From an optimization exercise on the open Yosys and OpenROAD flow, aimed at small area, a short achievable clock period and few clock cycles; shortcuts taken in it are not production practice.
Where RTL was checked, it was by simulation tests only, not by an equivalence proof against the original.
No activity file was given, so power comes from the tool's default toggle rates.

## tagctrl_top
module tagctrl_top #(
  parameter int unsigned RdDepth = 4,    
  parameter int unsigned DqDepth = 10    
) (
  input  logic                          clk_i,
  input  logic                          reset_i,
  input  logic                          req_valid_i,
  input  logic [31:0]                   req_addr_i,
  input  logic                          req_write_i,
  input  logic [63:0]                   req_wdata_i,
  input  logic                          req_tag_i,
  output logic                          req_ready_o,
  output logic                          rsp_valid_o,
  output logic [63:0]                   rsp_rdata_o,
  output logic                          rsp_tag_o,
  output logic                          rsp_write_o,
  output logic                          rsp_err_o,
  input  logic                          rsp_ready_i,
  output logic                          mem_req_valid_o,
  output logic [28:0]                   mem_req_addr_o,
  output logic                          mem_req_write_o,
  output logic [63:0]                   mem_req_wdata_o,
  input  logic                          mem_req_ready_i,
  input  logic                          mem_rsp_valid_i,
  input  logic [63:0]                   mem_rsp_rdata_i
);
For scale: ~3700 cells after synthesis, about 910 flip-flops, roughly 330 I/O pins, roughly 36000 um2 of cells after synthesis.
clock: 5.0 ns
lec_check: 0
cap_margin: 20
core_margin: 2
core_utilization: 55
cts_cluster_diameter: 100
cts_cluster_size: 24
setup_slack_margin: 2.9
slew_margin: 20
tns_end_percent: 5
standard.sh (not shown) runs the stock make flow with config.mk's settings and CLKGATE_MAP_FILE= SYNTH_SCRIPT=/design/flow/synth_recipe.tcl, a recipe that flattens the netlist after the stock synthesis.
==> flow/flow/run.sh <==
#!/bin/bash
# The standard layout (the standard.sh, standard synthesis included) with two
# make settings changed:
#  - delay cells are added to the don't-use list, so the port buffers and timing
#    repair use ordinary buffers instead of slow delay buffers;
#  - timing repair may swap a cell for one of another footprint.
# Everything else (floorplan, power grid, tap cells, placement, CTS, routing) is
# the standard flow. The make output goes to flow_make.log in the work folder.
set -euo pipefail
PLATFORM_DONT_USE="sky130_fd_sc_hd__probe_p_8 sky130_fd_sc_hd__probec_p_8 sky130_fd_sc_hd__lpflow_bleeder_1 sky130_fd_sc_hd__lpflow_clkbufkapwr_1 sky130_fd_sc_hd__lpflow_clkbufkapwr_16 sky130_fd_sc_hd__lpflow_clkbufkapwr_2 sky130_fd_sc_hd__lpflow_clkbufkapwr_4 sky130_fd_sc_hd__lpflow_clkbufkapwr_8 sky130_fd_sc_hd__lpflow_clkinvkapwr_1 sky130_fd_sc_hd__lpflow_clkinvkapwr_16 sky130_fd_sc_hd__lpflow_clkinvkapwr_2 sky130_fd_sc_hd__lpflow_clkinvkapwr_4 sky130_fd_sc_hd__lpflow_clkinvkapwr_8 sky130_fd_sc_hd__lpflow_decapkapwr_12 sky130_fd_sc_hd__lpflow_decapkapwr_3 sky130_fd_sc_hd__lpflow_decapkapwr_4 sky130_fd_sc_hd__lpflow_decapkapwr_6 sky130_fd_sc_hd__lpflow_decapkapwr_8 sky130_fd_sc_hd__lpflow_inputiso0n_1 sky130_fd_sc_hd__lpflow_inputiso0p_1 sky130_fd_sc_hd__lpflow_inputiso1n_1 sky130_fd_sc_hd__lpflow_inputiso1p_1 sky130_fd_sc_hd__lpflow_inputisolatch_1 sky130_fd_sc_hd__lpflow_isobufsrc_1 sky130_fd_sc_hd__lpflow_isobufsrc_16 sky130_fd_sc_hd__lpflow_isobufsrc_2 sky130_fd_sc_hd__lpflow_isobufsrc_4 sky130_fd_sc_hd__lpflow_isobufsrc_8 sky130_fd_sc_hd__lpflow_isobufsrckapwr_16 sky130_fd_sc_hd__lpflow_lsbuf_lh_hl_isowell_tap_1 sky130_fd_sc_hd__lpflow_lsbuf_lh_hl_isowell_tap_2 sky130_fd_sc_hd__lpflow_lsbuf_lh_hl_isowell_tap_4 sky130_fd_sc_hd__lpflow_lsbuf_lh_isowell_4 sky130_fd_sc_hd__lpflow_lsbuf_lh_isowell_tap_1 sky130_fd_sc_hd__lpflow_lsbuf_lh_isowell_tap_2 sky130_fd_sc_hd__lpflow_lsbuf_lh_isowell_tap_4"
DELAY_CELLS="sky130_fd_sc_hd__clkdlybuf4s15_1 sky130_fd_sc_hd__clkdlybuf4s15_2 sky130_fd_sc_hd__clkdlybuf4s18_1 sky130_fd_sc_hd__clkdlybuf4s18_2 sky130_fd_sc_hd__clkdlybuf4s25_1 sky130_fd_sc_hd__clkdlybuf4s25_2 sky130_fd_sc_hd__clkdlybuf4s50_1 sky130_fd_sc_hd__clkdlybuf4s50_2 sky130_fd_sc_hd__dlygate4sd1_1 sky130_fd_sc_hd__dlygate4sd2_1 sky130_fd_sc_hd__dlygate4sd3_1 sky130_fd_sc_hd__dlymetal6s2s_1 sky130_fd_sc_hd__dlymetal6s4s_1 sky130_fd_sc_hd__dlymetal6s6s_1"
bash standard.sh "DONT_USE_CELLS=$PLATFORM_DONT_USE $DELAY_CELLS" MATCH_CELL_FOOTPRINT=0 finish > flow_make.log 2>&1
The first run finished with timing, DRC and antenna clean.
Testbench counts at the start, summed over its fixed seeds: cycles 15,692.
==> next run, changes <==
--- a/flow/design.v
+++ b/flow/design.v
@@ -231,14 +231,14 @@
       rsp_o.tag   = desc_i.stored_tag;
     end
   end
 endmodule
 `timescale 1ns/1ps
 module tagctrl_top #(
-  parameter int unsigned RdDepth = 4,    
-  parameter int unsigned DqDepth = 10    
+  parameter int unsigned RdDepth = 5,    
+  parameter int unsigned DqDepth = 11    
 ) (
   input  logic                          clk_i,
   input  logic                          reset_i,
   input  logic                          req_valid_i,
   input  logic [31:0]                   req_addr_i,
   input  logic                          req_write_i,
@@ -292,16 +292,14 @@
       n_iw = in_iw;
       n_w  = req_write_i;
     end
   end
   assign q_space_d = !qv_q[DqDepth-3];
   logic [RdDepth-1:0] cr_q;            
-  logic               release_rd;      
-  logic               release_err;     
-  assign release_err = h_leave && !h_iw && !h_wc;
-  assign cr_ok   = !cr_q[RdDepth-1] || release_rd || release_err;
+  logic               release_rd;
+  assign cr_ok   = !cr_q[RdDepth-1] || release_rd;
   assign rd_wait = h_free ? (n_v && !n_w) : (hv_q && !h_wc && !h_cr);
   assign grant   = rd_wait && cr_ok && q_space_d;
   always_comb begin
     if (h_free) mv_d = n_v && n_iw && (n_w ? q_space_d : grant);
     else        mv_d = mv_q || (hv_q && h_iw && (h_wc ? q_space_d : grant));
   end
@@ -309,20 +307,16 @@
     if (h_free) h_cr <= grant;
     else        h_cr <= h_cr || grant;
   end
   always_ff @(posedge clk_i) begin
     if (reset_i) begin
       cr_q <= '0;
-    end else begin
-      case ({grant, release_rd, release_err})
-        3'b100:         cr_q <= {cr_q[RdDepth-2:0], 1'b1};
-        3'b010, 3'b001: cr_q <= {1'b0, cr_q[RdDepth-1:1]};
-        3'b011:         cr_q <= {2'b00, cr_q[RdDepth-1:2]};
-        3'b111:         cr_q <= {1'b0, cr_q[RdDepth-1:1]};
-        default:        cr_q <= cr_q;
-      endcase
+    end else if (grant && !release_rd) begin
+      cr_q <= {cr_q[RdDepth-2:0], 1'b1};
+    end else if (release_rd && !grant) begin
+      cr_q <= {1'b0, cr_q[RdDepth-1:1]};
     end
   end
   logic [255:0] tags_q;
   logic [15:0]  h_whi, h_wlo, h_rhi, h_rlo;
   logic [7:0]   n_idx;
   logic [15:0]  n_whi, n_wlo, n_rhi, n_rlo;
@@ -427,13 +421,13 @@
   logic        o_tag, o_write, o_err;
   logic        o_free, o_load, o_next;
   assign o_free     = !ov_q || rsp_ready_i;
   assign o_next     = dh_v && (!dh_rd || f_ne_q || mem_rsp_valid_i);
   assign o_load     = o_free && o_next;
   assign q_pop      = o_load;
-  assign release_rd = o_load && dh_rd;
+  assign release_rd = o_load && !dh_w;
   assign f_pop      = o_load && dh_rd && f_ne_q;
   assign f_push     = mem_rsp_valid_i && !(o_load && dh_rd && !f_ne_q);
   always_ff @(posedge clk_i) begin
     if (reset_i) begin
       o_rdata <= '0;
       o_tag   <= 1'b0;
After rerunning: Utilization fell by 0.30 points; power increases by 8.3%; worst setup slack is worse by 240 ps; sequential cell count grows by 72; synthesized area came out higher by 6.2%; fmax fell by 9.4%; final area grows by 5.7%; register-to-register slack degrades by 240 ps; wire length is higher by 6.7%; worst hold slack is better by 9.3 ps; clock-buffer cell count increases by 6; non-clock buffer count went up by 1; sequential share of layout area increases by 2.1 points; global-route usage rose by 0.80 points.
Only the layout flow was run in the second run of this note; the RTL was not checked for function there.

[re-timing with driven ports]
The results above use ideal ports. As a check the final layouts listed here were re-extracted and re-timed, cells and wires unchanged. Step 1, drivers: a clkbuf_16 drives clk_i and a buf_2 each remaining input, both assumed. Step 2 moves the port delays by t, midway between the first and last clock arrival at a register: inputs arrive t later, outputs are due t later. That takes back most of the time a late clock gives input paths. Three values: ideal ports, drivers, drivers and shift; two values: the first two.
run | shift t [ns] | slack for setup (ns) | worst slew at a driven data input, ns
the first run | 0.669 | 2.714 / 2.714 / 2.194 | 0.10
the second run | 0.687 | 2.477 / 2.477 / 1.866 | 0.12
After both steps every run listed still meets setup and hold. For the second run, which loses most, drivers alone change the setup slack by 0.000 ns; drivers and shift together by -0.611 ns.
